What follows belongs to an exercise in optimizing a design on an open flow for small area, a short achievable clock period and few clock cycles per item; a production flow would make more cautious choices. RTL that was checked went through simulation tests only; none was proved equivalent to the original. For runs 1 to 4, only the layout was checked, not whether the RTL still works. No activity file was given, so power comes from the tool's default toggle rates.

### design/flow/config.mk
export PLATFORM = sky130hd
export DESIGN_NAME = cache_mem_arbiter
export DESIGN_NICKNAME = cache_mem_arbiter
export VERILOG_FILES = /design/flow/design.v
export SDC_FILE = /design/flow/constraint.sdc
export NUM_CORES = 4
export LEC_CHECK = 0
export ABC_CLOCK_PERIOD_IN_PS = 2500
export CAP_MARGIN = 20
export CORE_AREA = 5 5 295 295
export CTS_CLUSTER_DIAMETER = 80
export CTS_CLUSTER_SIZE = 24
export DIE_AREA = 0 0 300 300
export SETUP_SLACK_MARGIN = 3.6
export SLEW_MARGIN = 20
export TNS_END_PERCENT = 0
### design/flow/constraint.sdc
create_clock -name core_clock -period 6.0 [get_ports {clk}]
set_input_delay 1.2000 -clock core_clock [delete_from_list [all_inputs] [get_ports {clk}]]
set_output_delay 1.2000 -clock core_clock [all_outputs]
set_load 0.01 [all_outputs]
### design/flow/design.v
`default_nettype none
package cache_pkg;
  localparam int LINE_ADDR_LEN_DEF = 3;
  localparam int WORD_BYTES        = 4;
  typedef logic [1:0] state_t;
  localparam state_t IDLE  = 2'd0;
  localparam state_t BURST = 2'd1;
  localparam state_t DONE  = 2'd2;
  typedef logic [0:0] req_id_t;
  localparam req_id_t REQ_I = 1'b0;
  localparam req_id_t REQ_D = 1'b1;
endpackage
`default_nettype wire
`default_nettype none
module rr_arbiter2 (
  input  logic [1:0] req,
  input  cache_pkg::req_id_t last_grant,
  output logic       grant_valid,
  output cache_pkg::req_id_t grant_id
);
  always_comb begin
    grant_valid = |req;
    grant_id    = cache_pkg::REQ_I;
    if (req[cache_pkg::REQ_D] && req[cache_pkg::REQ_I]) begin
      grant_id = ~last_grant;
    end else if (req[cache_pkg::REQ_D]) begin
      grant_id = cache_pkg::REQ_D;
    end
  end
endmodule
`default_nettype wire
`default_nettype none
module cache_mem_arbiter #(
  parameter int LINE_ADDR_LEN = cache_pkg::LINE_ADDR_LEN_DEF,
  parameter int ADDR_W        = 32
) (
  input  logic                           clk,
  input  logic                           rst_n,
  input  logic                           i_req,
  input  logic                           i_we,
  input  logic [ADDR_W-1:0]              i_addr,
  input  logic [32*(1<<LINE_ADDR_LEN)-1:0] i_wline,
  output logic [32*(1<<LINE_ADDR_LEN)-1:0] i_rline,
  output logic                           i_done,
  input  logic                           d_req,
  input  logic                           d_we,
  input  logic [ADDR_W-1:0]              d_addr,
  input  logic [32*(1<<LINE_ADDR_LEN)-1:0] d_wline,
  output logic [32*(1<<LINE_ADDR_LEN)-1:0] d_rline,
  output logic                           d_done,
  output logic                           mem_req,
  output logic                           mem_we,
  output logic [ADDR_W-1:0]              mem_addr,
  output logic [31:0]                    mem_wdata,
  input  logic [31:0]                    mem_rdata,
  input  logic                           mem_ready,
  output logic [31:0]                    i_served_cnt,
  output logic [31:0]                    d_served_cnt
);
  localparam int                       LINE_WORDS = 1 << LINE_ADDR_LEN;
  localparam int                       WORD_SH    = $clog2(cache_pkg::WORD_BYTES);
  localparam int                       OFF_BITS   = LINE_ADDR_LEN + WORD_SH;
  localparam logic [LINE_ADDR_LEN-1:0] LAST_BEAT  = {LINE_ADDR_LEN{1'b1}};
  logic                      r_act;           
  cache_pkg::req_id_t        r_owner;         
  logic                      r_we;
  logic [LINE_ADDR_LEN-1:0]  r_beat;          
  logic [LINE_WORDS-1:0]     r_slot;          
  logic [ADDR_W-1:OFF_BITS]  r_line;          
  logic [31:0]               r_wdata;         
  logic                      r_nxt_valid;
  cache_pkg::req_id_t        r_nxt_id;
  logic                      r_i_busy, r_d_busy;    
  logic                      r_i_done, r_d_done;
  logic [32*LINE_WORDS-1:0]  r_i_rline, r_d_rline;
  logic [31:0]               r_i_served_cnt, r_d_served_cnt;
  logic [32*(LINE_WORDS-1)-1:0] r_buf;
  logic                      w_at_last, w_last, w_free, w_gnt;
  logic                      w_gnt_valid;
  cache_pkg::req_id_t        w_gnt_id, w_owner_n;
  logic                      w_i_pend, w_d_pend;
  logic [31:0]               w_word, w_next_word;
  logic [LINE_WORDS-1:0]     w_i_sel, w_d_sel;
  assign w_at_last = r_act & r_slot[LINE_WORDS-1];
  assign w_last    = w_at_last & mem_ready;
  assign w_free    = ~r_act | w_last;
  assign w_gnt     = w_free & r_nxt_valid;
  assign w_owner_n = w_gnt ? r_nxt_id : r_owner;
  assign w_i_pend = i_req & ~r_i_busy & ~(w_gnt & (r_nxt_id == cache_pkg::REQ_I));
  assign w_d_pend = d_req & ~r_d_busy & ~(w_gnt & (r_nxt_id == cache_pkg::REQ_D));
  rr_arbiter2 u_rr (
    .req         ({w_d_pend, w_i_pend}),
    .last_grant  (w_owner_n),
    .grant_valid (w_gnt_valid),
    .grant_id    (w_gnt_id)
  );
  assign w_word = r_we ? r_wdata : mem_rdata;
  always_comb begin
    for (int w = 0; w < LINE_WORDS; w++) begin
      if (w == 0) begin
        w_i_sel[w] = (~r_act | r_slot[LINE_WORDS-1]) & (r_nxt_id == cache_pkg::REQ_I);
        w_d_sel[w] = (~r_act | r_slot[LINE_WORDS-1]) & (r_nxt_id == cache_pkg::REQ_D);
      end else begin
        w_i_sel[w] = r_act & r_slot[w-1] & (r_owner == cache_pkg::REQ_I);
        w_d_sel[w] = r_act & r_slot[w-1] & (r_owner == cache_pkg::REQ_D);
      end
    end
    w_next_word = '0;
    for (int w = 0; w < LINE_WORDS; w++)
      w_next_word = w_next_word | ({32{w_i_sel[w]}} & i_wline[32*w +: 32])
                                | ({32{w_d_sel[w]}} & d_wline[32*w +: 32]);
  end
  always_ff @(posedge clk or negedge rst_n) begin
    if (!rst_n) begin
      r_act          <= 1'b0;
      r_owner        <= cache_pkg::REQ_I;
      r_beat         <= '0;
      r_slot         <= '0;
      r_wdata        <= '0;
      r_nxt_valid    <= 1'b0;
      r_nxt_id       <= cache_pkg::REQ_I;
      r_i_busy       <= 1'b0;
      r_d_busy       <= 1'b0;
      r_i_done       <= 1'b0;
      r_d_done       <= 1'b0;
      r_i_rline      <= '0;
      r_d_rline      <= '0;
      r_i_served_cnt <= '0;
      r_d_served_cnt <= '0;
    end else begin
      r_act       <= w_gnt | (r_act & ~w_last);
      r_owner     <= w_owner_n;
      if (w_gnt) begin
        r_beat <= '0;
        r_slot <= {{(LINE_WORDS-1){1'b0}}, 1'b1};
      end else if (r_act & mem_ready) begin
        r_beat <= r_beat + 1'b1;
        r_slot <= {r_slot[LINE_WORDS-2:0], r_slot[LINE_WORDS-1]};
      end
      if (~r_act | mem_ready)
        r_wdata <= w_next_word;
      r_nxt_valid <= w_gnt_valid;
      r_nxt_id    <= w_gnt_id;
      r_i_busy    <= (r_i_busy & ~r_i_done) | (w_gnt & (r_nxt_id == cache_pkg::REQ_I));
      r_d_busy    <= (r_d_busy & ~r_d_done) | (w_gnt & (r_nxt_id == cache_pkg::REQ_D));
      r_i_done    <= w_last & (r_owner == cache_pkg::REQ_I);
      r_d_done    <= w_last & (r_owner == cache_pkg::REQ_D);
      if (w_last & (r_owner == cache_pkg::REQ_I)) r_i_rline <= {w_word, r_buf};
      if (w_last & (r_owner == cache_pkg::REQ_D)) r_d_rline <= {w_word, r_buf};
      r_i_served_cnt <= r_i_served_cnt + {31'd0, r_i_done};
      r_d_served_cnt <= r_d_served_cnt + {31'd0, r_d_done};
    end
  end
  always_ff @(posedge clk) begin
    r_we   <= (w_owner_n == cache_pkg::REQ_D) ? d_we : i_we;
    r_line <= (w_owner_n == cache_pkg::REQ_D) ? d_addr[ADDR_W-1:OFF_BITS] : i_addr[ADDR_W-1:OFF_BITS];
    for (int w = 0; w < LINE_WORDS - 1; w++)
      if (mem_ready && r_slot[w]) r_buf[32*w +: 32] <= w_word;
  end
  assign mem_req      = r_act;
  assign mem_we       = r_we;
  assign mem_addr     = {r_line, r_beat, {WORD_SH{1'b0}}};
  assign mem_wdata    = r_wdata;
  assign i_done       = r_i_done;
  assign d_done       = r_d_done;
  assign i_rline      = r_i_rline;
  assign d_rline      = r_d_rline;
  assign i_served_cnt = r_i_served_cnt;
  assign d_served_cnt = r_d_served_cnt;
endmodule
`default_nettype wire
### design/flow/flow/run.sh
#!/bin/bash
# The standard layout (standard.sh), except that the port buffers that
# buffer_ports inserts are sky130_fd_sc_hd__buf_1 cells (the resizer still sizes
# them afterwards) instead of the delay cell it picks by default, and pins may
# sit on neighbouring routing tracks so that they fit on a smaller die.
set -euo pipefail
export BUFFER_PORTS_ARGS="-buffer_cell sky130_fd_sc_hd__buf_1"
export PLACE_PINS_ARGS="-min_distance 1 -min_distance_in_tracks"
bash standard.sh finish > standard_make.log 2>&1
### design/flow/standard.sh
#!/bin/bash
# synth_recipe.tcl (not shown) runs the flow's synth.tcl, then flattens the netlist and writes it again
# the make line also repeats each setting of config.mk as NAME=value (left out here)
make -C /OpenROAD-flow-scripts/flow DESIGN_CONFIG=/design/flow/config.mk WORK_HOME=/design/flow/orfs CLKGATE_MAP_FILE= SYNTH_SCRIPT=/design/flow/synth_recipe.tcl "${@:-finish}"
==> metrics.cfg, run 1 <==
[cells_and_area]
fill_cells=8083
nets=5144
areaGrowthSynthToFinish_pct=21.4
drive_gt1_frac=0.0482

[setup_path]
critPathMaxFanout=144
cp-start-kind=input pin
crit_required_ps=6510
path_class=input pin to flop
critPathCaptureType=flop
crit_arrival_ps=3210

[sta]
setup_viol=0
setup_ws_ps=3300
slew_headroom=0.281
hold_viol=0
fmax_mhz=370
rsz0062_at_grt=true
tightest_slew_ps=1080
post-route-min-period_ps=2700
finalCritPeriodShare=0.450
drv_slew=0
skew_ps=36.8
tns_ps=0

[floorplanning]
die_w_microns=300
rows=106
die_height_microns=300
die_area_sq_um=90000
core_sq_um=83600
start_util=0.424
top_level_ports=1259

[power]
powerDensity_nw_per_um2=421
p_leak_uw=0.0191
peakVddDrop_mv=0.214

[yosys]
synth_top_area_cell=dfrtp_1
synth_top_area_frac=0.443
ys_async_sr_fraction=0.713
ys_seq_area_frac=0.649
syn_avg_cell_area_sq_um=10.5
synth_cells=3380
synth.area.top_cells=dfrtp_1 44%, edfxtp_1 19%, nand2_1 15%
synth_commonest_cells=1,459 x nand2_1, 627 x dfrtp_1, 224 x edfxtp_1
synth-seq-cells=879
synth_cell_types=66
synth.most_common_cell=nand2_1
yosysWarnings=2
ys.flop_type=dfrtp_1
syn_area_sq_um=35400
synth_edf_count=224

[job]
maxCapViolations=0

[place]
gp_congestion=1.07
dp_hpwl_mm=121
portBuffers=1246
pre_cts_ws_ps=1840

[clocking]
cts_made_buffers=46
clkSinkCount=879
cts_root_buf=clkbuf_16
holdBufCountCts=0
cts_max_level=2
path_clk_slew_ps=100
clock_latency_ps=630
cts_tree=done
cts_buffer_depth=3

[detailed_routing]
wirelength_mm=167
viasPerCell=5.52
wl_per_cell_microns=29.3
vias=31490
remaining_drc_errors=0
ant_nets=0
dr.first_iter.drc_count=3225
dr.pass1.iters=26

[global_route]
globalRouteOverflowTotal=0
grt_pass1_vias=30840
grt_pass1_wl_mm=229
grt.total_usage=0.353
antenna_found_initial=84
grt_max_degree=185

[status]
outcome=finished clean

[worst_hold_path]
hold_class=flop to flop

-- worst paths after layout --
kind                            from  slack [ps]  cells after the start              to
min                        r_buf[18]         460                      2   r_i_rline[18]
max in group asynchronous      rst_n        3860                      2  r_i_rline[181]
max reg2reg                  r_owner        3440                      6  r_i_rline[188]
min reg2reg                r_buf[18]         460                      2   r_i_rline[18]
min in group asynchronous      rst_n         640                      1   r_d_rline[77]
max                        mem_ready        3300                      7  r_i_rline[188]
-- timing repair --
item / CTS / global route
gates cloned: 4 / 4
setup endpoints to repair: 1278 / 1105
pin swaps: 2 / 0
resized for setup: 29 / 22
setup buffers: 1 / 12
-- layout by cell type, fill, tap and decap left out, types with 5 or more instances in the layout --
cell	n
inv_1	44
a31oi_1	9
a21oi_1	44
nor2_1	33
dfxtp_1	27
nor3_1	16
a211oi_1	10
buf_4	31
o211ai_1	8
ha_1	5
dfrtp_1	614
o22ai_1	35
mux2_2	34
and4_1	8
a221oi_1	16
buf_2	5
mux2_4	9
edfxtp_1	224
a222oi_1	21
xnor2_1	33
o2bb2ai_1	6
dfrtp_2	12
a22oi_1	126
nand3_1	67
xor2_1	27
buf_6	6
a22o_1	18
mux2i_1	75
nand2_1	1458
o21ai_0	90
buf_12	8
buf_1	1232
nand4_1	24
diode_2	64
clkbuf_16	54
and2_2	5
clkbuf_2	7
nor4_1	10
clkbuf_1	25
and3_1	8
-- cell families after synthesis --
family | after synthesis | synth area share
AND/OR/NAND/NOR | 1655 | 0.186
flip-flops | 879 | 0.649
AO/OA/AOI/OAI | 407 | 0.0796
buffers and inverters | 255 | 0.0326
multiplexers | 118 | 0.0358
XOR/XNOR | 60 | 0.0148
adder cells (fa/ha/maj) | 5 | 0.00177
other | 1 | 0.000106
-- registers in the layout, indices dropped and copies added, names as in the netlist, 3 cells and up --
signal and count:
r_beat 3, r_buf 224, r_d_rline 256, r_d_served_cnt 32, r_i_rline 256, r_i_served_cnt 32
r_line 27, r_slot 8, r_wdata 32
-- critical path, cell delays in order --
cell	delay [ps]
clkbuf_4	280
nand2b_4	220
or2_4	290
clkinv_16	210
buf_6	460
nand2_1	100
nand2_1	60
-- layer usage --
layer  GRT usage  share of wire  wire length, microns
met5           0         0.0012                   209
met4       0.247          0.085                 14300
met3       0.117           0.11                 17700
met2       0.541           0.45                 74700
met1       0.422           0.36                 60500
-- layout make-up --
cell class / instances / area, sq um / area share
diodes: 64 / 160 / 0.00373
clock buffers: 75 / 1330 / 0.0310
clock inverters: 11 / 179 / 0.00416
inverters: 48 / 235 / 0.00547
multi-input cells: 2249 / 11300 / 0.264
flip-flops and latches: 879 / 23000 / 0.535
well taps: 1080 / 1350 / 0.0314
repair buffers: 1299 / 5370 / 0.125
repair inverters: 1 / 8.76 / 0.000204
-- stage by stage --
| step | hold slack (ps) | cell area [sq um] | utilization | power (uW) | instances |
|---|---|---|---|---|---|
| 2_1_floorplan | 440 | 35400 | - | 11200 | 3381 |
| 3_3_place_gp | 447 | 40900 | 0.489 | 14200 | 5535 |
| 3_5_place_dp | 450 | 40900 | 0.489 | 14300 | 5535 |
| 4_1_cts | 449 | 42500 | 0.509 | 18000 | 5626 |
| 5_1_grt | 482 | 42900 | 0.514 | 18900 | 5689 |
| 6_report | 460 | 43000 | 0.514 | 18100 | 5706 |
-- report_power, final --
group          switching (uW)  internal [uW]  leakage [uW]
clock                    2080           1630      0.000721
combinational            4190           1590       0.00783
sequential               1030           7590        0.0105
==> run 2, diff against run 1 <==
--- a/design/flow/config.mk
+++ b/design/flow/config.mk
@@ -11,6 +11,6 @@
 export CTS_CLUSTER_DIAMETER = 80
 export CTS_CLUSTER_SIZE = 24
 export DIE_AREA = 0 0 300 300
-export SETUP_SLACK_MARGIN = 3.6
+export SETUP_SLACK_MARGIN = 5
 export SLEW_MARGIN = 20
 export TNS_END_PERCENT = 0
==> metrics.cfg, run 2 <==
[setup_path]
cp_slowest_stage_delay_ps=570
crit_required_ps=4800
critPathCaptureType=output port
cp-start-kind=flop
path_class=flop to output port
cpMaxStageDelayCell=dfrtp_1
crit_family=flip-flops
critPathMaxFanout=3
crit_buf_inv=1
worstPathCellList=buf_1
crit_arrival_ps=1400

[floorplanning]
start_util=0.424
die_height_microns=300
die_area_sq_um=90000
top_level_ports=1259
core_sq_um=83600
rows=106
die_w_microns=300

[global_route]
antenna_found_initial=81
globalRouteOverflowTotal=0
grt_pass1_vias=30679
grt_pass1_wl_mm=231
grt.total_usage=0.356
grt_max_degree=145

[clocking]
clock_latency_ps=630
cts_root_buf=clkbuf_16
clkSinkCount=879
cts_made_buffers=46
path_clk_slew_ps=100
cts_tree=done
holdBufCountCts=0
cts_max_level=2
cts_buffer_depth=3

[detailed_routing]
dr.first_iter.drc_count=3091
dr.pass1.iters=24
remaining_drc_errors=0
ant_nets=0
wl_per_cell_microns=29.2
wirelength_mm=167
viasPerCell=5.47
vias=31236

[sta]
tns_ps=0
finalCritPeriodShare=0.433
drv_slew=0
fmax_mhz=385
tightest_slew_ps=1070
skew_ps=27.6
slew_headroom=0.287
setup_viol=0
hold_viol=0
rsz0062_at_grt=true
post-route-min-period_ps=2600

[power]
powerDensity_nw_per_um2=420
p_leak_uw=0.0191
peakVddDrop_mv=0.226
finalPower_uw=18000

[cells_and_area]
final-seq-area_sq_um=23000
fin_cells=5706
final_common_cell=nand2_1
final_area_sq_um=42900
final_cell_mix=1,459 x nand2_1, 1,229 x buf_1, 610 x dfrtp_1, 224 x edfxtp_1, 127 x a22oi_1
fill_cells=8064
drive_gt1_frac=0.0487
reg_top3=r_d_rline x256, r_i_rline x256, r_buf x224
areaGrowthSynthToFinish_pct=21.1
nets=5144
multi_input_area_sq_um=11300

[place]
portBuffers=1246
post_dp_cell_area_sq_um=40900
place_inst=5542
dp_hpwl_mm=121
gp_congestion=1.06

[yosys]
ys_seq_area_frac=0.649
syn_area_sq_um=35400
ys_async_sr_fraction=0.713
synth-seq-cells=879
synth_edf_count=224
synth.most_common_cell=nand2_1
synth_commonest_cells=1,459 x nand2_1, 627 x dfrtp_1, 224 x edfxtp_1
synth_top_area_frac=0.443
synth_top_area_cell=dfrtp_1
synth_cell_types=66
yosysWarnings=2
syn_avg_cell_area_sq_um=10.5
synth.area.top_cells=dfrtp_1 44%, edfxtp_1 19%, nand2_1 15%
ys.flop_type=dfrtp_1
synth_cells=3380

[job]
maxCapViolations=0

[worst_hold_path]
hold_class=flop to flop

[status]
outcome=finished clean

-- run 2: cell type report --
cell class,count,share of cell area
clock inverter,12,0.00370
clock buffer,71,0.0300
multi-input combinational,2249,0.264
timing repair inverter,2,0.000408
inverter,48,0.00510
timing repair buffer,1298,0.125
antenna,67,0.00391
sequential,879,0.536
tap,1080,0.0315
-- run 2: logic make-up after synthesis --
| kind of cell | count (synthesis) | synth area share |
|---|---|---|
| AO/OA/AOI/OAI | 407 | 0.0796 |
| XOR/XNOR | 60 | 0.0148 |
| adder cells (fa/ha/maj) | 5 | 0.00177 |
| buffers and inverters | 255 | 0.0326 |
| flip-flops | 879 | 0.649 |
| multiplexers | 118 | 0.0358 |
| other | 1 | 0.000106 |
| AND/OR/NAND/NOR | 1655 | 0.186 |
-- run 2: power breakdown --
part | total, uW | switching [uW] | internal, uW
sequential | 8620 | 1030 | 7590
clock | 3630 | 2050 | 1580
combinational | 5760 | 4170 | 1600
-- run 2: repair_timing --
| action | in CTS | in global routing |
|---|---|---|
| gates resized for setup | 43 | 17 |
| endpoints found under the setup margin | 2369 | 2370 |
| pin swaps | 2 | 1 |
| buffers inserted | 6 | 0 |
| gates cloned | 7 | 1 |
-- run 2: metrics by stage --
stage	hold slack [ps]	utilization	worst slack, ps
3_3_place_gp	447	0.490	2160
3_5_place_dp	449	0.490	2100
5_1_grt	477	0.513	3400
4_1_cts	467	0.511	3400
6_report	463	0.513	3400
2_1_floorplan	440	-	3510
-- run 2: worst min-delay path: stages (launching register included) --
cell      delay [ps]
edfxtp_1         350
nand2_1           50
nand2_1           50
-- run 2: routing by layer --
metal  GRT usage  up-vias  part of all wire  wire [microns]
li1            -    13664                 -               -
met1       0.424    15294              0.36           59500
met2       0.546     1804              0.45           74500
met3       0.116      448              0.11           17700
met4       0.256       26             0.089           14900
met5     0.00271        -            0.0011             188
-- run 2: path summary, 6_finish.rpt --
check                           start             end  slack, ps  depth (start not counted)
max                        r_wdata[1]    mem_wdata[1]       3400                          1
min                        r_buf[208]  r_d_rline[208]        460                          2
max reg2reg                 r_slot[7]   r_i_rline[86]       3450                          6
min reg2reg                r_buf[208]  r_d_rline[208]        460                          2
max in group asynchronous       rst_n     r_wdata[22]       3950                          2
min in group asynchronous       rst_n   r_d_rline[77]        700                          1
==> run 3, diff against run 2 <==
--- a/design/flow/design.v
+++ b/design/flow/design.v
@@ -62,8 +62,10 @@
   localparam int                       OFF_BITS   = LINE_ADDR_LEN + WORD_SH;
   localparam logic [LINE_ADDR_LEN-1:0] LAST_BEAT  = {LINE_ADDR_LEN{1'b1}};
   logic                      r_act;           
+  logic                      r_idle;          
   cache_pkg::req_id_t        r_owner;         
-  logic                      r_we;
+  logic                      r_we;            
+  logic                      r_rd;            
   logic [LINE_ADDR_LEN-1:0]  r_beat;          
   logic [LINE_WORDS-1:0]     r_slot;          
   logic [ADDR_W-1:OFF_BITS]  r_line;          
@@ -71,19 +73,21 @@
   logic                      r_nxt_valid;
   cache_pkg::req_id_t        r_nxt_id;
   logic                      r_i_busy, r_d_busy;    
+  logic                      r_i_fin, r_d_fin;      
   logic                      r_i_done, r_d_done;
   logic [32*LINE_WORDS-1:0]  r_i_rline, r_d_rline;
   logic [31:0]               r_i_served_cnt, r_d_served_cnt;
   logic [32*(LINE_WORDS-1)-1:0] r_buf;
+  logic [31:0]               r_word;
   logic                      w_at_last, w_last, w_free, w_gnt;
   logic                      w_gnt_valid;
   cache_pkg::req_id_t        w_gnt_id, w_owner_n;
   logic                      w_i_pend, w_d_pend;
   logic [31:0]               w_word, w_next_word;
   logic [LINE_WORDS-1:0]     w_i_sel, w_d_sel;
-  assign w_at_last = r_act & r_slot[LINE_WORDS-1];
+  assign w_at_last = ~r_idle & r_slot[LINE_WORDS-1];
   assign w_last    = w_at_last & mem_ready;
-  assign w_free    = ~r_act | w_last;
+  assign w_free    = r_idle | w_last;
   assign w_gnt     = w_free & r_nxt_valid;
   assign w_owner_n = w_gnt ? r_nxt_id : r_owner;
   assign w_i_pend = i_req & ~r_i_busy & ~(w_gnt & (r_nxt_id == cache_pkg::REQ_I));
@@ -94,15 +98,15 @@
     .grant_valid (w_gnt_valid),
     .grant_id    (w_gnt_id)
   );
-  assign w_word = r_we ? r_wdata : mem_rdata;
+  assign w_word = r_rd ? mem_rdata : r_wdata;
   always_comb begin
     for (int w = 0; w < LINE_WORDS; w++) begin
       if (w == 0) begin
-        w_i_sel[w] = (~r_act | r_slot[LINE_WORDS-1]) & (r_nxt_id == cache_pkg::REQ_I);
-        w_d_sel[w] = (~r_act | r_slot[LINE_WORDS-1]) & (r_nxt_id == cache_pkg::REQ_D);
+        w_i_sel[w] = (r_idle | r_slot[LINE_WORDS-1]) & (r_nxt_id == cache_pkg::REQ_I);
+        w_d_sel[w] = (r_idle | r_slot[LINE_WORDS-1]) & (r_nxt_id == cache_pkg::REQ_D);
       end else begin
-        w_i_sel[w] = r_act & r_slot[w-1] & (r_owner == cache_pkg::REQ_I);
-        w_d_sel[w] = r_act & r_slot[w-1] & (r_owner == cache_pkg::REQ_D);
+        w_i_sel[w] = ~r_idle & r_slot[w-1] & (r_owner == cache_pkg::REQ_I);
+        w_d_sel[w] = ~r_idle & r_slot[w-1] & (r_owner == cache_pkg::REQ_D);
       end
     end
     w_next_word = '0;
@@ -113,6 +117,7 @@
   always_ff @(posedge clk or negedge rst_n) begin
     if (!rst_n) begin
       r_act          <= 1'b0;
+      r_idle         <= 1'b1;
       r_owner        <= cache_pkg::REQ_I;
       r_beat         <= '0;
       r_slot         <= '0;
@@ -121,6 +126,8 @@
       r_nxt_id       <= cache_pkg::REQ_I;
       r_i_busy       <= 1'b0;
       r_d_busy       <= 1'b0;
+      r_i_fin        <= 1'b0;
+      r_d_fin        <= 1'b0;
       r_i_done       <= 1'b0;
       r_d_done       <= 1'b0;
       r_i_rline      <= '0;
@@ -128,32 +135,37 @@
       r_i_served_cnt <= '0;
       r_d_served_cnt <= '0;
     end else begin
-      r_act       <= w_gnt | (r_act & ~w_last);
+      r_act       <= w_gnt | (~r_idle & ~w_last);
+      r_idle      <= ~w_gnt & (r_idle | w_last);
       r_owner     <= w_owner_n;
       if (w_gnt) begin
         r_beat <= '0;
         r_slot <= {{(LINE_WORDS-1){1'b0}}, 1'b1};
-      end else if (r_act & mem_ready) begin
+      end else if (~r_idle & mem_ready) begin
         r_beat <= r_beat + 1'b1;
         r_slot <= {r_slot[LINE_WORDS-2:0], r_slot[LINE_WORDS-1]};
       end
-      if (~r_act | mem_ready)
+      if (r_idle | mem_ready)
         r_wdata <= w_next_word;
       r_nxt_valid <= w_gnt_valid;
       r_nxt_id    <= w_gnt_id;
       r_i_busy    <= (r_i_busy & ~r_i_done) | (w_gnt & (r_nxt_id == cache_pkg::REQ_I));
       r_d_busy    <= (r_d_busy & ~r_d_done) | (w_gnt & (r_nxt_id == cache_pkg::REQ_D));
-      r_i_done    <= w_last & (r_owner == cache_pkg::REQ_I);
-      r_d_done    <= w_last & (r_owner == cache_pkg::REQ_D);
-      if (w_last & (r_owner == cache_pkg::REQ_I)) r_i_rline <= {w_word, r_buf};
-      if (w_last & (r_owner == cache_pkg::REQ_D)) r_d_rline <= {w_word, r_buf};
+      r_i_fin     <= w_last & (r_owner == cache_pkg::REQ_I);
+      r_d_fin     <= w_last & (r_owner == cache_pkg::REQ_D);
+      r_i_done    <= r_i_fin;
+      r_d_done    <= r_d_fin;
+      if (r_i_fin) r_i_rline <= {r_word, r_buf};
+      if (r_d_fin) r_d_rline <= {r_word, r_buf};
       r_i_served_cnt <= r_i_served_cnt + {31'd0, r_i_done};
       r_d_served_cnt <= r_d_served_cnt + {31'd0, r_d_done};
     end
   end
   always_ff @(posedge clk) begin
     r_we   <= (w_owner_n == cache_pkg::REQ_D) ? d_we : i_we;
+    r_rd   <= (w_owner_n == cache_pkg::REQ_D) ? ~d_we : ~i_we;
     r_line <= (w_owner_n == cache_pkg::REQ_D) ? d_addr[ADDR_W-1:OFF_BITS] : i_addr[ADDR_W-1:OFF_BITS];
+    r_word <= w_word;
     for (int w = 0; w < LINE_WORDS - 1; w++)
       if (mem_ready && r_slot[w]) r_buf[32*w +: 32] <= w_word;
   end
--- a/design/flow/config.mk
+++ b/design/flow/config.mk
@@ -5,7 +5,7 @@
 export SDC_FILE = /design/flow/constraint.sdc
 export NUM_CORES = 4
 export LEC_CHECK = 0
-export ABC_CLOCK_PERIOD_IN_PS = 2500
+export ABC_AREA = 1
 export CAP_MARGIN = 20
 export CORE_AREA = 5 5 295 295
 export CTS_CLUSTER_DIAMETER = 80
==> metrics.cfg, run 3 <==
[place]
portBuffers=1246
dp_hpwl_mm=127
pre_cts_ws_ps=2370
gp_congestion=1.02

[yosys]
ys_seq_area_frac=0.620
synth_commonest_cells=629 x dfrtp_1, 544 x mux2_2, 431 x nand2_1
yosysWarnings=2
syn_avg_cell_area_sq_um=12.0
synth_cell_types=38
synth-seq-cells=915
syn_area_sq_um=38300
synth.most_common_cell=dfrtp_1
ys.flop_type=dfrtp_1
synth_top_area_frac=0.411
synth_cells=3198
synth_edf_count=224
synth.area.top_cells=dfrtp_1 41%, edfxtp_1 18%, mux2_2 16%
synth_top_area_cell=dfrtp_1
ys_async_sr_fraction=0.689

[power]
peakVddDrop_mv=0.255
p_leak_uw=0.0193
p_int_uw=13900
pwr-share-seq=0.431
clkPwrFrac=0.150
power.switching_uw=10400
swShare=0.428
finalPower_uw=24400
combPwrFrac=0.419
powerDensity_nw_per_um2=526

[cells_and_area]
reg_top3=r_d_rline x256, r_i_rline x256, r_buf x224
final_cell_mix=1,090 x buf_1, 591 x dfrtp_1, 544 x mux2_2, 421 x nand2_1, 323 x nand4_1
multi_input_area_sq_um=13100
areaGrowthSynthToFinish_pct=21.1
fin_util=0.554
final-seq-area_sq_um=23800
nets=5001
final_common_cell=buf_1
fill_cells=7653
drive_gt1_frac=0.212

[clocking]
holdBufCountCts=0
cts_max_level=2
cts_tree=done
clkSinkCount=915
path_clk_slew_ps=100
cts_made_buffers=47
cts_buffer_depth=3
clock_latency_ps=640
cts_root_buf=clkbuf_16

[sta]
setup_ws_ps=3490
post-route-min-period_ps=2510
drv_slew=0
finalCritPeriodShare=0.419
skew_ps=39.1
tightest_slew_ps=1060
tns_ps=0
rsz0062_at_grt=true
slew_headroom=0.296
hold_viol=0
fmax_mhz=398
setup_viol=0

[global_route]
grt_pass1_vias=30940
grt_max_degree=163
grt_pass1_wl_mm=233
antenna_found_initial=86
grt.total_usage=0.361
globalRouteOverflowTotal=0

[setup_path]
critPathMaxFanout=91
critPathCaptureType=flop
crit_arrival_ps=3030
crit_required_ps=6520
path_class=flop to flop
cp-start-kind=flop

[floorplanning]
die_w_microns=300
start_util=0.458
rows=106
die_area_sq_um=90000
top_level_ports=1259
die_height_microns=300
core_sq_um=83600

[detailed_routing]
dr.first_iter.drc_count=2840
wirelength_mm=170
vias=31447
viasPerCell=5.65
remaining_drc_errors=0
ant_nets=0
dr.pass1.iters=6
wl_per_cell_microns=30.5

[worst_hold_path]
hold_class=flop to flop

[job]
maxCapViolations=0

[status]
outcome=finished clean

[run 3: changes by cell type after synthesis, sizes merged, moves of 54 or more]
cell,change
o21ai,-54
a22oi,-127
nor2,+279
mux2,+501
mux2i,-75
inv,+131
nand4,+297
nand2,-1028
[run 3: area by class of cell]
type	count	area share
Multi-Input combinational cell	1911	0.282
Timing Repair Buffer	1320	0.122
Inverter	177	0.0162
Sequential cell	915	0.513
Antenna cell	67	0.00362
Timing Repair inverter	9	0.00162
Clock inverter	13	0.00359
Clock buffer	75	0.0281
Tap cell	1080	0.0292
[run 3: final timing paths]
kind,endpoint,cells after the start,from,slack (ps)
setup reg to reg,r_wdata[22],8,r_idle,3490
setup / recovery,r_wdata[22],8,r_idle,3490
min in group asynchronous,r_i_rline[87],1,rst_n,670
hold / removal,r_d_rline[226],1,r_word[2],470
max in group asynchronous,r_wdata[16],2,rst_n,3930
hold reg to reg,r_d_rline[226],1,r_word[2],470
[run 3: routing by layer]
| layer | GRT usage | up-vias | wire length (microns) | part of all wire |
|---|---|---|---|---|
| met5 | 0.00866 | - | 255 | 0.0015 |
| met4 | 0.275 | 42 | 16000 | 0.094 |
| met3 | 0.122 | 522 | 17500 | 0.10 |
| met2 | 0.542 | 1791 | 74700 | 0.44 |
| met1 | 0.430 | 15557 | 61600 | 0.36 |
| li1 | - | 13535 | - | - |
[run 3: logic make-up after synthesis]
family | Yosys count | share of synthesized area
simple gates | 1208 | 0.148
flops | 915 | 0.620
fa+ha+maj | 5 | 0.00164
mux | 544 | 0.160
other cells | 1 | 0.0000980
buf+inv | 373 | 0.0429
xor+xnor | 55 | 0.0126
compound gates | 97 | 0.0146
[run 3: power by group through the flow]
stage / clock, uW / sequential (uW) / combinational, uW
floorplan: 0 / 11100 / 4220
global placement: 0 / 10600 / 9570
detailed placement: 0 / 10600 / 9640
CTS: 3720 / 10500 / 9950
global route: 3950 / 10800 / 10600
finish: 3640 / 10500 / 10200
[run 3: what timing repair did]
action	CTS	global route
pin swaps	1	0
gates resized for setup	195	62
setup endpoints to repair	2408	2409
cloned	8	2
setup buffers	21	20
[run 3: metrics by stage]
step / instances / hold slack [ps] / instance area (sq um)
6_report: 5567 / 468 / 46300
5_1_grt: 5545 / 478 / 46300
4_1_cts: 5478 / 469 / 45800
3_5_place_dp: 5361 / 466 / 43700
3_3_place_gp: 5361 / 461 / 43700
2_1_floorplan: 3199 / 406 / 38300
[run 3: worst max-delay path, stage by stage, from the launching register on]
cell and delay (ps):
dfstp_4 820, clkinv_16 210, buf_16 260, nand3_4 210, nor2_1 70, nor2_2 250
nand3_1 270, nor2_1 160, nor2_1 50
==> run 4, diff against run 3 <==
--- a/design/flow/config.mk
+++ b/design/flow/config.mk
@@ -5,7 +5,7 @@
 export SDC_FILE = /design/flow/constraint.sdc
 export NUM_CORES = 4
 export LEC_CHECK = 0
-export ABC_AREA = 1
+export ABC_CLOCK_PERIOD_IN_PS = 2500
 export CAP_MARGIN = 20
 export CORE_AREA = 5 5 295 295
 export CTS_CLUSTER_DIAMETER = 80
==> metrics.cfg, run 4 <==
[status]
outcome=finished clean

[detailed_routing]
ant_nets=0
wirelength_mm=148
remaining_drc_errors=0
wl_per_cell_microns=30.9
viasPerCell=5.63
vias=27005
dr.pass1.iters=29
dr.first_iter.drc_count=2350

[cells_and_area]
nets=4233
final_common_cell=buf_1
areaGrowthSynthToFinish_pct=22.2
multi_input_area_sq_um=11600
fill_cells=7558
fin_cells=4794
final-seq-area_sq_um=23800
reg_top3=r_d_rline x256, r_i_rline x256, r_buf x224
final_cell_mix=1,163 x buf_1, 575 x dfrtp_1, 521 x mux2_2, 224 x edfxtp_1, 121 x a22oi_1
drive_gt1_frac=0.227

[worst_hold_path]
hold_class=flop to flop
min_path_cells=1
min-delay-start=r_d_served_cnt[31]
hold_end=r_d_served_cnt[31]

[yosys]
synth_commonest_cells=629 x dfrtp_1, 521 x mux2_2, 224 x edfxtp_1
synth_cells=2404
ys_seq_area_frac=0.660
synth_top_area_frac=0.438
synth_edf_count=224
syn_area_sq_um=35900
synth-seq-cells=915
syn_avg_cell_area_sq_um=14.9
synth_cell_types=71
yosysWarnings=2
synth_top_area_cell=dfrtp_1
ys_async_sr_fraction=0.689
ys.flop_type=dfrtp_1
synth.area.top_cells=dfrtp_1 44%, edfxtp_1 19%, mux2_2 16%
synth.most_common_cell=dfrtp_1

[floorplanning]
start_util=0.430
top_level_ports=1259
die_area_sq_um=90000
die_height_microns=300
core_sq_um=83600
rows=106
die_w_microns=300

[global_route]
met2_usage=0.499
grt_pass1_wl_mm=206
antenna_found_initial=80
grt_max_degree=187
grt.total_usage=0.317
grt_util_met3=0.103
grt_pass1_vias=27509
globalRouteOverflowTotal=0
use_met1=0.356
top_usage_layer=met2

[setup_path]
crit_arrival_ps=1300
crit_required_ps=4800
cpMaxStageDelayCell=dfrtp_2
r2r_start=r_slot[1]
path_class=flop to output port
crit_family=flip-flops
worstPathCellList=buf_1
cp-start-kind=flop
critPathMaxFanout=2
reg2reg_setup_slack_ps=3520
r2r_cells=5
rr_endpoint=r_wdata[10]
crit_start=r_wdata[0]
crit_buf_inv=1
cp_slowest_stage_delay_ps=490
critPathCaptureType=output port

[clocking]
cts_buffer_depth=3
path_clk_slew_ps=100
cts_max_level=2
cts_tree=done
cts_root_buf=clkbuf_16
holdBufCountCts=0
clock_latency_ps=630
clkSinkCount=915
cts_made_buffers=48

[place]
gp_congestion=1.04
place_inst=4620
dp_hpwl_mm=112
portBuffers=1246

[power]
p_leak_uw=0.0176
peakVddDrop_mv=0.224
powerDensity_nw_per_um2=421
finalPower_uw=18500

[sta]
post-route-min-period_ps=2500
hold_viol=0
tns_ps=0
setup_viol=0
rsz0062_at_grt=true
slew_headroom=0.261
tightest_slew_ps=1110
finalCritPeriodShare=0.417
drv_slew=0
skew_ps=32.3
fmax_mhz=400

[job]
maxCapViolations=0

run 4: cell count changes after synthesis, sizes merged, moves of 44 or more:
| cell | change |
|---|---|
| nand2 | -326 |
| a22oi | +121 |
| nor2 | -269 |
| inv | -158 |
| nand4 | -300 |
| clkbuf | +48 |
| mux2i | +44 |
| buf | -95 |
run 4: worst max path at each step:
stage | slack (ps) | depth (start not counted) | end
2_1_floorplan | 3770 | 3 | r_buf[0]
3_3_place_gp | 2990 | 7 | r_line[19]
3_5_place_dp | 3000 | 7 | r_line[19]
4_1_cts | 3490 | 1 | mem_wdata[30]
5_1_grt | 3500 | 1 | mem_wdata[30]
6_report | 3500 | 1 | mem_wdata[0]
run 4: metrics by stage:
stage | hold WS, ps | cell area (sq um) | util | setup slack [ps]
CTS | 477 | 43500 | 0.521 | 3490
finish | 475 | 43900 | 0.526 | 3500
floorplan | 406 | 36000 | - | 3770
detailed placement | 455 | 41700 | 0.500 | 3000
global placement | 456 | 41700 | 0.500 | 2990
global route | 482 | 43900 | 0.525 | 3500
run 4: area by class of cell:
class / instances / share of cell area
multi-input cells: 1321 / 0.264
clock inverters: 13 / 0.00513
flip-flops and latches: 915 / 0.542
inverters: 20 / 0.00188
diodes: 62 / 0.00353
well taps: 1080 / 0.0308
repair buffers: 1307 / 0.122
clock buffers: 76 / 0.0307
run 4: what timing repair did:
item,in CTS,in global routing
gates resized for setup,79,69
pin swaps,1,2
endpoints found under the setup margin,2409,2411
buffers inserted,10,12
run 4: power breakdown:
group	leakage, uW	switching [uW]	internal, uW	total [uW]
sequential	0.0106	1080	7940	9010
combinational	0.00621	3580	2050	5630
clock	0.000748	2110	1740	3850
run 4: cells by family (layout without fill, tap and decap cells):
kind of cell             Yosys count  after routing  share of synthesized area
other                              1             64                   0.000104
AO/OA/AOI/OAI                    321            321                     0.0654
AND/OR/NAND/NOR                  316            316                     0.0468
XOR/XNOR                          60             60                     0.0146
buffers and inverters            169           1416                     0.0194
multiplexers                     617            617                      0.192
flip-flops                       915            915                      0.660
adder cells (fa/ha/maj)            5              5                    0.00174
run 4: per-layer routing:
layer / wire length [microns] / up-vias
li1: - / 11405
met1: 52400 / 13582
met2: 67800 / 1491
met3: 13500 / 501
met4: 14400 / 26
met5: 171 / -
==> run 5, diff against run 4 <==
--- a/design/flow/design.v
+++ b/design/flow/design.v
@@ -70,6 +70,7 @@
   logic [LINE_WORDS-1:0]     r_slot;          
   logic [ADDR_W-1:OFF_BITS]  r_line;          
   logic [31:0]               r_wdata;         
+  logic [LINE_WORDS-1:0]     r_i_sel, r_d_sel;    
   logic                      r_nxt_valid;
   cache_pkg::req_id_t        r_nxt_id;
   logic                      r_i_busy, r_d_busy;    
@@ -84,7 +85,8 @@
   cache_pkg::req_id_t        w_gnt_id, w_owner_n;
   logic                      w_i_pend, w_d_pend;
   logic [31:0]               w_word, w_next_word;
-  logic [LINE_WORDS-1:0]     w_i_sel, w_d_sel;
+  logic [LINE_WORDS-1:0]     w_i_sel, w_d_sel, w_slot_n;
+  logic                      w_idle_n;
   assign w_at_last = ~r_idle & r_slot[LINE_WORDS-1];
   assign w_last    = w_at_last & mem_ready;
   assign w_free    = r_idle | w_last;
@@ -99,20 +101,23 @@
     .grant_id    (w_gnt_id)
   );
   assign w_word = r_rd ? mem_rdata : r_wdata;
+  assign w_idle_n = ~w_gnt & (r_idle | w_last);
+  assign w_slot_n = w_gnt ? {{(LINE_WORDS-1){1'b0}}, 1'b1} :
+                    ((~r_idle & mem_ready) ? {r_slot[LINE_WORDS-2:0], r_slot[LINE_WORDS-1]} : r_slot);
   always_comb begin
     for (int w = 0; w < LINE_WORDS; w++) begin
       if (w == 0) begin
-        w_i_sel[w] = (r_idle | r_slot[LINE_WORDS-1]) & (r_nxt_id == cache_pkg::REQ_I);
-        w_d_sel[w] = (r_idle | r_slot[LINE_WORDS-1]) & (r_nxt_id == cache_pkg::REQ_D);
+        w_i_sel[w] = (w_idle_n | w_slot_n[LINE_WORDS-1]) & (w_gnt_id == cache_pkg::REQ_I);
+        w_d_sel[w] = (w_idle_n | w_slot_n[LINE_WORDS-1]) & (w_gnt_id == cache_pkg::REQ_D);
       end else begin
-        w_i_sel[w] = ~r_idle & r_slot[w-1] & (r_owner == cache_pkg::REQ_I);
-        w_d_sel[w] = ~r_idle & r_slot[w-1] & (r_owner == cache_pkg::REQ_D);
+        w_i_sel[w] = ~w_idle_n & w_slot_n[w-1] & (w_owner_n == cache_pkg::REQ_I);
+        w_d_sel[w] = ~w_idle_n & w_slot_n[w-1] & (w_owner_n == cache_pkg::REQ_D);
       end
     end
     w_next_word = '0;
     for (int w = 0; w < LINE_WORDS; w++)
-      w_next_word = w_next_word | ({32{w_i_sel[w]}} & i_wline[32*w +: 32])
-                                | ({32{w_d_sel[w]}} & d_wline[32*w +: 32]);
+      w_next_word = w_next_word | ({32{r_i_sel[w]}} & i_wline[32*w +: 32])
+                                | ({32{r_d_sel[w]}} & d_wline[32*w +: 32]);
   end
   always_ff @(posedge clk or negedge rst_n) begin
     if (!rst_n) begin
@@ -121,6 +126,8 @@
       r_owner        <= cache_pkg::REQ_I;
       r_beat         <= '0;
       r_slot         <= '0;
+      r_i_sel        <= '0;
+      r_d_sel        <= '0;
       r_wdata        <= '0;
       r_nxt_valid    <= 1'b0;
       r_nxt_id       <= cache_pkg::REQ_I;
@@ -136,15 +143,13 @@
       r_d_served_cnt <= '0;
     end else begin
       r_act       <= w_gnt | (~r_idle & ~w_last);
-      r_idle      <= ~w_gnt & (r_idle | w_last);
+      r_idle      <= w_idle_n;
       r_owner     <= w_owner_n;
-      if (w_gnt) begin
-        r_beat <= '0;
-        r_slot <= {{(LINE_WORDS-1){1'b0}}, 1'b1};
-      end else if (~r_idle & mem_ready) begin
-        r_beat <= r_beat + 1'b1;
-        r_slot <= {r_slot[LINE_WORDS-2:0], r_slot[LINE_WORDS-1]};
-      end
+      r_slot      <= w_slot_n;
+      r_i_sel     <= w_i_sel;
+      r_d_sel     <= w_d_sel;
+      if (w_gnt)                      r_beat <= '0;
+      else if (~r_idle & mem_ready)   r_beat <= r_beat + 1'b1;
       if (r_idle | mem_ready)
         r_wdata <= w_next_word;
       r_nxt_valid <= w_gnt_valid;
==> design/flow/flow/run.sh (replaced) <==
#!/bin/bash
# The standard layout (standard.sh) with three changes to how the ports are
# laid out; nothing else in the flow changes:
#  - the port buffers that buffer_ports inserts are sky130_fd_sc_hd__buf_1 cells
#    (the resizer still sizes them afterwards) instead of the delay cell it picks;
#  - pins may sit on neighbouring routing tracks, so that they fit on a smaller die;
#  - the clock pin is placed at the middle of the left edge (flow/io_pre.tcl) and
#    the other pins keep clear of it.
# All tool output goes to standard_make.log and ORFS's own logs under orfs/logs.
set -euo pipefail
export BUFFER_PORTS_ARGS="-buffer_cell sky130_fd_sc_hd__buf_1"
export PRE_IO_PLACEMENT_TCL="$PWD/flow/io_pre.tcl"
# The clock pin sits at the middle of the left edge; keep other pins 6 um away.
half=$(awk '/^export DIE_AREA/ {print ($NF - $(NF-2)) / 2}' config.mk)
export PLACE_PINS_ARGS="-min_distance 1 -min_distance_in_tracks -exclude left:$(awk -v h="$half" 'BEGIN{print h-6 "-" h+6}')"
bash standard.sh finish > standard_make.log 2>&1
==> design/flow/flow/io_pre.tcl (new file) <==
# Runs before place_pins (ORFS PRE_IO_PLACEMENT hook). Puts the clock pin at the
# middle of the left die edge on met3, on a met3 track; run.sh keeps the other
# pins a few um away from it, since the clock net is routed with wider spacing.
set block [ord::get_db_block]
set dbu [$block getDbUnitsPerMicron]
set die [$block getDieArea]
set mid [expr {($die yMin + $die yMax) / 2.0 / $dbu}]
set y [expr {0.34 + 0.68 * round(($mid - 0.34) / 0.68)}]
place_pin -pin_name clk -layer met3 -location [list 0.4 $y] -pin_size {0.8 0.3}
--- a/design/flow/config.mk
+++ b/design/flow/config.mk
@@ -7,10 +7,11 @@
 export LEC_CHECK = 0
 export ABC_CLOCK_PERIOD_IN_PS = 2500
 export CAP_MARGIN = 20
-export CORE_AREA = 5 5 295 295
+export CORE_AREA = 5 5 260 260
 export CTS_CLUSTER_DIAMETER = 80
 export CTS_CLUSTER_SIZE = 24
-export DIE_AREA = 0 0 300 300
+export DIE_AREA = 0 0 265 265
+export PLACE_DENSITY = 0.72
 export SETUP_SLACK_MARGIN = 5
 export SLEW_MARGIN = 20
 export TNS_END_PERCENT = 0
==> metrics.cfg, run 5 <==
[yosys]
ys_async_sr_fraction=0.694
synth_top_area_frac=0.452
synth_cell_types=53
syn_area_sq_um=35700
synth_commonest_cells=645 x dfrtp_1, 565 x mux2_2, 224 x edfxtp_1
yosysWarnings=2
ys_seq_area_frac=0.675
ys.flop_type=dfrtp_1
syn_avg_cell_area_sq_um=15.8
synth_edf_count=224
synth.most_common_cell=dfrtp_1
synth_top_area_cell=dfrtp_1
synth-seq-cells=931
synth.area.top_cells=dfrtp_1 45%, edfxtp_1 19%, mux2_2 18%
synth_cells=2262

[floorplanning]
die_w_microns=265
start_util=0.554
rows=93
die_height_microns=265

[status]
firstError=Error: io_placement.tcl, 21 invalid bareword "yMin"
outcome=aborted with a tool error
haltStage=I/O pin placement (3_2_place_iop)

-- run 5: cells by family after synthesis --
logic type,share of synthesized area
compound gates,0.0725
fa+ha+maj,0.00175
xor+xnor,0.0152
simple gates,0.0367
other cells,0.000105
mux,0.181
buf+inv,0.0178
flops,0.675
Testbench counts of run 5, summed over its fixed seeds: cycles 5,894, lines 640.
==> run 6, diff against run 5 <==
--- a/design/flow/config.mk
+++ b/design/flow/config.mk
@@ -7,11 +7,10 @@
 export LEC_CHECK = 0
 export ABC_CLOCK_PERIOD_IN_PS = 2500
 export CAP_MARGIN = 20
-export CORE_AREA = 5 5 260 260
+export CORE_AREA = 5 5 295 295
 export CTS_CLUSTER_DIAMETER = 80
 export CTS_CLUSTER_SIZE = 24
-export DIE_AREA = 0 0 265 265
-export PLACE_DENSITY = 0.72
+export DIE_AREA = 0 0 300 300
 export SETUP_SLACK_MARGIN = 5
 export SLEW_MARGIN = 20
 export TNS_END_PERCENT = 0
==> metrics.cfg, run 6 <==
[status]
outcome=aborted with a tool error
haltStage=I/O pin placement (3_2_place_iop)
firstError=Error: io_placement.tcl, 21 invalid bareword "yMin"

[yosys]
synth_commonest_cells=645 x dfrtp_1, 565 x mux2_2, 224 x edfxtp_1
syn_area_sq_um=35700
synth.area.top_cells=dfrtp_1 45%, edfxtp_1 19%, mux2_2 18%
synthSimpleGateAreaFrac=0.0367
synth_compound_area_frac=0.0725
synth-seq-cells=931
synth_cells=2262
ys.flop_type=dfrtp_1
ys_seq_area_frac=0.675
synth_cell_types=53
synth.most_common_cell=dfrtp_1
synth_top_area_frac=0.452
ys_async_sr_fraction=0.694
yosysWarnings=2
synth_top_area_cell=dfrtp_1
syn_avg_cell_area_sq_um=15.8
synth_edf_count=224
synthAdderAreaFrac=0.00175
synth_top_family_by_area=multiplexers
synthXorXnorAreaFrac=0.0152
synth_mux_area_frac=0.181

[floorplanning]
die_w_microns=300
rows=106
start_util=0.428
die_height_microns=300

-- run 6: cell counts after synthesis --
No cell type changed its count.
-- run 6: kinds of logic after synthesis --
| group | Yosys count |
|---|---|
| and+or+nand+nor | 240 |
| DFF | 931 |
| other | 1 |
| buffers and inverters | 138 |
| muxes | 573 |
| xor gates and xnor gates | 62 |
| adders and majority gates | 5 |
| AOI/OAI and AO/OA | 312 |
==> run 7, diff against run 6 <==
--- a/design/flow/flow/io_pre.tcl
+++ b/design/flow/flow/io_pre.tcl
@@ -4,6 +4,6 @@
 set block [ord::get_db_block]
 set dbu [$block getDbUnitsPerMicron]
 set die [$block getDieArea]
-set mid [expr {($die yMin + $die yMax) / 2.0 / $dbu}]
+set mid [expr {([$die yMin] + [$die yMax]) / 2.0 / $dbu}]
 set y [expr {0.34 + 0.68 * round(($mid - 0.34) / 0.68)}]
 place_pin -pin_name clk -layer met3 -location [list 0.4 $y] -pin_size {0.8 0.3}
--- a/design/flow/config.mk
+++ b/design/flow/config.mk
@@ -13,4 +13,4 @@
 export DIE_AREA = 0 0 300 300
 export SETUP_SLACK_MARGIN = 5
 export SLEW_MARGIN = 20
-export TNS_END_PERCENT = 0
+export TNS_END_PERCENT = 10
==> metrics.cfg, run 7 <==
[detailed_routing]
ant_nets=0
remaining_drc_errors=0
wirelength_mm=160
vias=28043
wl_per_cell_microns=33.0
dr.pass1.iters=7
dr.first_iter.drc_count=2763
viasPerCell=5.79

[yosys]
syn_avg_cell_area_sq_um=15.8
syn_area_sq_um=35700
ys_seq_area_frac=0.675
synth_edf_count=224
synthXorXnorAreaFrac=0.0152
ys_async_sr_fraction=0.694
synth.most_common_cell=dfrtp_1
synth_top_area_frac=0.452
synth_mux_area_frac=0.181
synthAdderAreaFrac=0.00175
synthSimpleGateAreaFrac=0.0367
synth_commonest_cells=645 x dfrtp_1, 565 x mux2_2, 224 x edfxtp_1
synth-seq-cells=931
synth_top_area_cell=dfrtp_1
synth_compound_area_frac=0.0725
synth_cells=2262
synth.area.top_cells=dfrtp_1 45%, edfxtp_1 19%, mux2_2 18%
synth_top_family_by_area=multiplexers
yosysWarnings=2
synth_cell_types=53
ys.flop_type=dfrtp_1

[clocking]
cts_root_buf=clkbuf_16
cts_max_level=2
cts_buffer_depth=3
holdBufCountCts=0
path_clk_slew_ps=90
clock_latency_ps=650
cts_tree=done
cts_made_buffers=49
clkSinkCount=931

[floorplanning]
die_w_microns=300
top_level_ports=1258
rows=106
die_area_sq_um=90000
core_sq_um=83600
start_util=0.428
die_height_microns=300

[sta]
slew_headroom=0.193
tightest_slew_ps=1210
rsz0062_at_grt=true
drv_slew=0
hold_viol=0
fmax_mhz=395
hold_slack_ps=484
finalCritPeriodShare=0.422
skew_ps=63.8
setup_viol=0
post-route-min-period_ps=2530
tns_ps=0

[global_route]
globalRouteOverflowTotal=0
grt_max_degree=155
antenna_found_initial=115
grt_pass1_wl_mm=216
grt_pass1_vias=28011
grt.total_usage=0.338

[setup_path]
critPathCaptureType=output port
crit_buf_inv=1
path_class=flop to output port
crit_arrival_ps=1330
r2r_start=r_d_fin
worstPathCellList=buf_6
rr_endpoint=r_d_rline[48]
cp_slowest_stage_delay_ps=520
crit_path_end=mem_wdata[14]
crit_family=flip-flops
crit_cells=1
reg2reg_setup_slack_ps=3620
critPathMaxFanout=2
r2r_cells=2
cp-start-kind=flop
cpMaxStageDelayCell=dfrtp_2
crit_required_ps=4800
crit_start=r_wdata[14]

[cells_and_area]
final_cell_mix=843 x buf_1, 599 x dfrtp_1, 558 x mux2_2, 350 x buf_6, 224 x edfxtp_1
drive_gt1_frac=0.360
final_common_cell=buf_1
final_area_sq_um=47600
areaGrowthSynthToFinish_pct=33.2
nets=4246
reg_top3=r_d_rline x256, r_i_rline x256, r_buf x224

[status]
outcome=finished clean

[worst_hold_path]
min_path_cells=1
hold_class=flop to flop

[place]
post_dp_cell_area_sq_um=41600
portBuffers=1246
gp_congestion=1.09
dp_hpwl_mm=115

[power]
powerDensity_nw_per_um2=233
p_leak_uw=0.0211
peakVddDrop_mv=0.184

[job]
maxCapViolations=0

-- run 7: cell counts after synthesis --
No cell type changed its count.
-- run 7: metal layers --
layer | GRT usage | up-vias | wire length (microns)
li1 | - | 11351 | -
met1 | 0.371 | 14103 | 53700
met2 | 0.496 | 1876 | 68700
met3 | 0.137 | 671 | 17400
met4 | 0.318 | 42 | 19700
met5 | 0.0119 | - | 312
-- run 7: stage by stage --
step	util	power [uW]	setup slack (ps)	std cells
2_1_floorplan	-	6820	3780	2263
3_3_place_gp	0.498	7230	2710	4496
3_5_place_dp	0.498	7240	2950	4497
4_1_cts	0.548	11100	3460	4693
5_1_grt	0.569	11400	3470	4812
6_report	0.569	11100	3470	4842
-- run 7: timing repair --
action / CTS / global route
endpoints found under the setup margin: 2441 / 2443
buffers inserted: 102 / 49
gates resized for setup: 710 / 545
cloned: 2 / 5
pin swaps: 2 / 3
-- run 7: logic make-up (layout without fill, tap and decap cells) --
family / count (synthesis) / count (layout)
DFF: 931 / 931
AOI/OAI and AO/OA: 312 / 312
buffers and inverters: 138 / 1541
muxes: 573 / 573
xor gates and xnor gates: 62 / 62
and+or+nand+nor: 240 / 241
adders and majority gates: 5 / 5
other: 1 / 97
-- run 7: report_power, final --
part	internal (uW)	total (uW)	switching (uW)	leakage, uW
clock	1660	3840	2180	0.000747
combinational	234	631	397	0.00891
sequential	6550	6600	57.2	0.0114
total	8440	11100	2640	0.0211
-- run 7: how the worst min path moves through the flow --
stage	from	end
after CTS	r_d_served_cnt[31]	r_d_served_cnt[31]
after global placement	r_d_served_cnt[31]	r_d_served_cnt[31]
final	r_i_served_cnt[31]	r_i_served_cnt[31]
after global routing	r_word[3]	r_d_rline[227]
after detailed placement	r_d_served_cnt[31]	r_d_served_cnt[31]
after floorplan	r_d_fin	r_d_done
-- run 7: layout make-up --
cell class | instances | area, sq um
Fill cell | 7103 | 36000
Sequential cell | 931 | 24200
Multi-Input combinational cell | 1195 | 11100
Timing Repair Buffer | 1440 | 9100
Clock buffer | 79 | 1390
Tap cell | 1080 | 1350
Antenna cell | 95 | 238
Clock inverter | 13 | 169
Inverter | 9 | 33.8
-- run 7: worst reg2reg max path, stage by stage, from the launching register on --
cell,delay (ps)
dfrtp_4,840
buf_12,610
mux2_2,820
==> run 8, diff against run 7 <==
--- a/design/flow/config.mk
+++ b/design/flow/config.mk
@@ -5,7 +5,6 @@
 export SDC_FILE = /design/flow/constraint.sdc
 export NUM_CORES = 4
 export LEC_CHECK = 0
-export ABC_CLOCK_PERIOD_IN_PS = 2500
 export CAP_MARGIN = 20
 export CORE_AREA = 5 5 295 295
 export CTS_CLUSTER_DIAMETER = 80
@@ -13,4 +12,4 @@
 export DIE_AREA = 0 0 300 300
 export SETUP_SLACK_MARGIN = 5
 export SLEW_MARGIN = 20
-export TNS_END_PERCENT = 10
+export TNS_END_PERCENT = 0
==> metrics.cfg, run 8 <==
[power]
p_leak_uw=0.0187
peakVddDrop_mv=0.203
powerDensity_nw_per_um2=252

[clocking]
clock_latency_ps=640
cts_max_level=2
cts_root_buf=clkbuf_16
cts_tree=done
clkSinkCount=931
cts_buffer_depth=3
cts_made_buffers=49
holdBufCountCts=0
path_clk_slew_ps=100

[sta]
post-route-min-period_ps=2540
rsz0062_at_grt=true
tns_ps=0
fmax_mhz=393
hold_slack_ps=481
slew_headroom=0.289
hold_viol=0
drv_slew=0
skew_ps=55.0
setup_viol=0
finalCritPeriodShare=0.424
tightest_slew_ps=1070

[detailed_routing]
ant_nets=0
dr.pass1.iters=9
wl_per_cell_microns=33.3
dr.first_iter.drc_count=2415
viasPerCell=5.76
vias=27124
wirelength_mm=157
remaining_drc_errors=0

[setup_path]
worstPathCellList=buf_1
crit_start=r_line[20]
critPathCaptureType=output port
rr_endpoint=r_wdata[31]
cp-start-kind=flop
crit_family=buffers and inverters
cpMaxStageDelayCell=buf_1
crit_arrival_ps=1340
crit_path_end=mem_addr[20]
path_class=flop to output port
reg2reg_setup_slack_ps=3550
critPathMaxFanout=1
crit_required_ps=4800
cp_slowest_stage_delay_ps=390
crit_cells=1
r2r_start=r_i_sel[6]
crit_buf_inv=1
r2r_cells=4

[global_route]
grt.total_usage=0.333
antenna_found_initial=114
globalRouteOverflowTotal=0
grt_pass1_wl_mm=213
grt_max_degree=154
grt_pass1_vias=27265

[cells_and_area]
fin_cells=4708
multi_input_area_sq_um=11000
fill_cells=7454
reg_top3=r_d_rline x256, r_i_rline x256, r_buf x224
areaGrowthSynthToFinish_pct=22.6
nets=4105
final-seq-area_sq_um=24200
final_cell_mix=1,167 x buf_1, 594 x dfrtp_1, 559 x mux2_2, 224 x edfxtp_1, 96 x a22o_1
fin_util=0.524
final_common_cell=buf_1
drive_gt1_frac=0.241

[yosys]
yosysWarnings=2
syn_avg_cell_area_sq_um=15.8
synth.most_common_cell=dfrtp_1
synth_top_area_cell=dfrtp_1
ys_seq_area_frac=0.675
synth_cells=2262
synth.area.top_cells=dfrtp_1 45%, edfxtp_1 19%, mux2_2 18%
synth-seq-cells=931
ys_async_sr_fraction=0.694
ys.flop_type=dfrtp_1
syn_area_sq_um=35700
synth_edf_count=224
synth_cell_types=53
synth_top_area_frac=0.452
synth_commonest_cells=645 x dfrtp_1, 565 x mux2_2, 224 x edfxtp_1

[place]
gp_congestion=1.07
dp_hpwl_mm=118
place_inst=4492
portBuffers=1246

[floorplanning]
die_area_sq_um=90000
rows=106
top_level_ports=1258
start_util=0.428
core_sq_um=83600
die_height_microns=300
die_w_microns=300

[job]
maxCapViolations=0

[worst_hold_path]
min-delay-start=r_d_served_cnt[31]
hold_class=flop to flop

[status]
outcome=finished clean

run 8: power by group:
| part | switching (uW) | leakage (uW) | internal [uW] |
|---|---|---|---|
| clock network | 2160 | 0.000760 | 1720 |
| logic | 365 | 0.00649 | 172 |
| registers | 58.3 | 0.0114 | 6550 |
| total | 2580 | 0.0187 | 8440 |
run 8: worst min-delay path by stage:
| stage | end | slack, ps | cells past startpoint |
|---|---|---|---|
| finish | r_d_served_cnt[31] | 480 | 1 |
| global route | r_d_rline[249] | 510 | 1 |
| detailed placement | r_d_served_cnt[31] | 460 | 1 |
| global placement | r_d_served_cnt[31] | 460 | 1 |
| CTS | r_d_served_cnt[31] | 480 | 1 |
| floorplan | r_d_done | 410 | 0 |
run 8: metal layers:
metal	up-vias	track usage	routed length, microns
li1	11081	-	-
met3	619	0.118	15600
met2	1711	0.498	68800
met5	-	0.0141	235
met4	26	0.312	18500
met1	13687	0.369	53600
run 8: through the flow:
stage	worst slack, ps	total power [uW]	cell area (sq um)
6_report	3460	11000	43800
5_1_grt	3480	11400	43700
4_1_cts	3480	11100	43400
3_5_place_dp	2960	7240	41600
3_3_place_gp	2720	7230	41500
2_1_floorplan	3780	6820	35800
run 8: repair_timing:
item                        CTS  global route
setup endpoints to repair  2440          2441
pin swaps                     0             0
setup buffers                14             8
gates resized for setup      96            46
run 8: logic make-up after synthesis:
kind of cell,synth area share
other,0.000105
xor gates and xnor gates,0.0152
buffers and inverters,0.0178
adders and majority gates,0.00175
and+or+nand+nor,0.0367
AOI/OAI and AO/OA,0.0725
DFF,0.675
muxes,0.181
run 8: area by class of cell:
cell class | instances | share of cell area
inverters | 9 | 0.000772
clock inverters | 16 | 0.00417
diodes | 103 | 0.00589
flip-flops and latches | 931 | 0.552
multi-input cells | 1194 | 0.252
clock buffers | 75 | 0.0321
well taps | 1080 | 0.0309
repair buffers | 1300 | 0.122
run 8: worst reg2reg max path, delay by kind of cell (launching register included):
family	cells	cell delay [ps]
and+or+nand+nor	1	280
DFF	1	750
AOI/OAI and AO/OA	2	820
buffers and inverters	1	410
==> run 9, diff against run 8 <==
--- a/design/flow/config.mk
+++ b/design/flow/config.mk
@@ -10,6 +10,7 @@
 export CTS_CLUSTER_DIAMETER = 80
 export CTS_CLUSTER_SIZE = 24
 export DIE_AREA = 0 0 300 300
+export GPL_ROUTABILITY_DRIVEN = 0
 export SETUP_SLACK_MARGIN = 5
 export SLEW_MARGIN = 20
 export TNS_END_PERCENT = 0
==> metrics.cfg, run 9 <==
[floorplanning]
die_area_sq_um=90000
die_height_microns=300
rows=106
top_level_ports=1258
die_w_microns=300
start_util=0.428
core_sq_um=83600

[yosys]
synth_mux_area_frac=0.181
synth.area.top_cells=dfrtp_1 45%, edfxtp_1 19%, mux2_2 18%
synth_cells=2262
synth_top_area_cell=dfrtp_1
synth_edf_count=224
ys_async_sr_fraction=0.694
yosysWarnings=2
ys.flop_type=dfrtp_1
synth_compound_area_frac=0.0725
synthSimpleGateAreaFrac=0.0367
synth_top_area_frac=0.452
synth_cell_types=53
ys_seq_area_frac=0.675
synth.most_common_cell=dfrtp_1
syn_avg_cell_area_sq_um=15.8
synth-seq-cells=931
synth_commonest_cells=645 x dfrtp_1, 565 x mux2_2, 224 x edfxtp_1
syn_area_sq_um=35700
synthXorXnorAreaFrac=0.0152
synth_top_family_by_area=multiplexers
synthAdderAreaFrac=0.00175

[clocking]
clkSinkCount=931
cts_root_buf=clkbuf_16
cts_max_level=2
clock_latency_ps=650
cts_buffer_depth=3
cts_tree=done
cts_made_buffers=49
path_clk_slew_ps=100
holdBufCountCts=0

[status]
outcome=finished clean

[detailed_routing]
viasPerCell=5.77
vias=27088
dr.pass1.iters=6
wl_per_cell_microns=32.6
ant_nets=0
wirelength_mm=153
dr.first_iter.drc_count=2522
remaining_drc_errors=0

[cells_and_area]
final_area_sq_um=43600
areaGrowthSynthToFinish_pct=22.0
final_cell_mix=1,208 x buf_1, 614 x dfrtp_1, 559 x mux2_2, 224 x edfxtp_1
final_common_cell=buf_1
final-seq-area_sq_um=24200
fill_cells=7546
nets=4093
drive_gt1_frac=0.219
fin_cells=4698
reg_top3=r_d_rline x256, r_i_rline x256, r_buf x224
multi_input_area_sq_um=11000

[setup_path]
crit_buf_inv=1
crit_arrival_ps=3070
worstPathCellList=buf_4, a22o_1, a221oi_1, a41oi_1
cp_slowest_stage_delay_ps=930
crit_required_ps=6480
path_class=flop to flop
crit_family=compound AO/OA/AOI/OAI gates
critPathCaptureType=flop
reg2reg_setup_slack_ps=3410
critPathMaxFanout=22
cpMaxStageDelayCell=a221oi_1
cp-start-kind=flop

[global_route]
globalRouteOverflowTotal=0
grt_pass1_vias=27069
use_met1=0.357
met2_usage=0.491
grt.total_usage=0.324
grt_max_degree=160
top_usage_layer=met2
antenna_found_initial=119
grt_pass1_wl_mm=208
grt_util_met3=0.109

[sta]
hold_viol=0
tightest_slew_ps=1320
hold_slack_ps=481
tns_ps=0
setup_viol=0
rsz0062_at_grt=true
slew_headroom=0.118
fmax_mhz=386
post-route-min-period_ps=2590
finalCritPeriodShare=0.432
drv_slew=0
skew_ps=56.9

[power]
powerDensity_nw_per_um2=253
p_leak_uw=0.0185
peakVddDrop_mv=0.216

[place]
portBuffers=1246
place_inst=4495
dp_hpwl_mm=115
post_dp_cell_area_sq_um=41600

[job]
maxCapViolations=0

[worst_hold_path]
hold_class=flop to flop

## run 9: cell counts after synthesis
Identical to the previous run, type by type.
## run 9: final timing paths
check                              startpoint                 end  cells past startpoint
min                        r_d_served_cnt[31]  r_d_served_cnt[31]                      1
max reg2reg                        r_i_sel[5]          r_wdata[9]                      4
max                                r_i_sel[5]          r_wdata[9]                      4
max in group asynchronous               rst_n      r_d_rline[171]                      2
min in group asynchronous               rst_n      r_d_rline[147]                      1
min reg2reg                r_d_served_cnt[31]  r_d_served_cnt[31]                      1
## run 9: worst reg2reg max path, stage by stage (launching register included)
cell and delay [ps]:
dfrtp_1 660, buf_4 380, a22o_1 250, a221oi_1 930, a41oi_1 220
## run 9: stage by stage
stage / util / setup WS, ps / total power [uW]
floorplan: - / 3780 / 6820
global placement: 0.497 / 2360 / 7230
detailed placement: 0.497 / 2360 / 7240
CTS: 0.518 / 3460 / 11100
global route: 0.521 / 3450 / 11400
finish: 0.521 / 3410 / 11000
## run 9: cells by family after synthesis
family,Yosys count
AOI/OAI and AO/OA,312
xor gates and xnor gates,62
adders and majority gates,5
DFF,931
other,1
buffers and inverters,138
and+or+nand+nor,240
muxes,573
## run 9: power breakdown
group / switching (uW) / total (uW) / internal (uW)
Clock: 2190 / 3890 / 1700
Sequential: 59.5 / 6610 / 6550
Combinational: 360 / 530 / 170
## run 9: what timing repair did
action | in CTS | in global routing
buffers inserted | 5 | 1
pin swaps | 1 | 0
endpoints found under the setup margin | 2440 | 2440
gates resized for setup | 60 | 14
gates cloned | 1 | 0
## run 9: per-layer routing
layer,up-vias,routed length (microns),share of wire
met1,13625,52400,0.34
met5,-,172,0.0011
li1,11060,-,-
met4,28,18400,0.12
met3,639,14800,0.097
met2,1736,67300,0.44
## run 9: cell type report
cell class              instances  share of cell area
multi-input cells            1195               0.254
clock buffers                  76              0.0317
diodes                        104             0.00597
repair buffers               1287               0.118
well taps                    1080              0.0310
flip-flops and latches        931               0.555
inverters                       9            0.000775
clock inverters                16             0.00434

-- afterwards: timing with drivers on the ports --
In the flow no input, the clock included, has a driving cell. The finished layouts below were timed again as built, in two steps. Step 1, drivers: a clkbuf_16 drives clk and a buf_2 each remaining input, both assumed. Step 2 also shifts input and output timing later by t, the mid clock arrival at the registers, as if the neighbouring blocks saw the same clock. a / b / c = ideal / step 1 / step 2; a / b = the first two.
| run | shift t [ns] | setup slack, ns |
|---|---|---|
| run 1 | 0.682 | 3.299 / 3.315 / 2.633 |
| run 2 | 0.682 | 3.404 / 3.335 / 2.746 |
| run 3 | 0.689 | 3.487 / 3.435 / 2.845 |
| run 4 | 0.686 | 3.500 / 3.429 / 2.950 |
| run 7 | 0.674 | 3.466 / 3.417 / 3.231 |
| run 8 | 0.666 | 3.458 / 3.408 / 2.813 |
| run 9 | 0.673 | 3.410 / 3.406 / 2.887 |
After both steps every run listed still meets setup and hold.
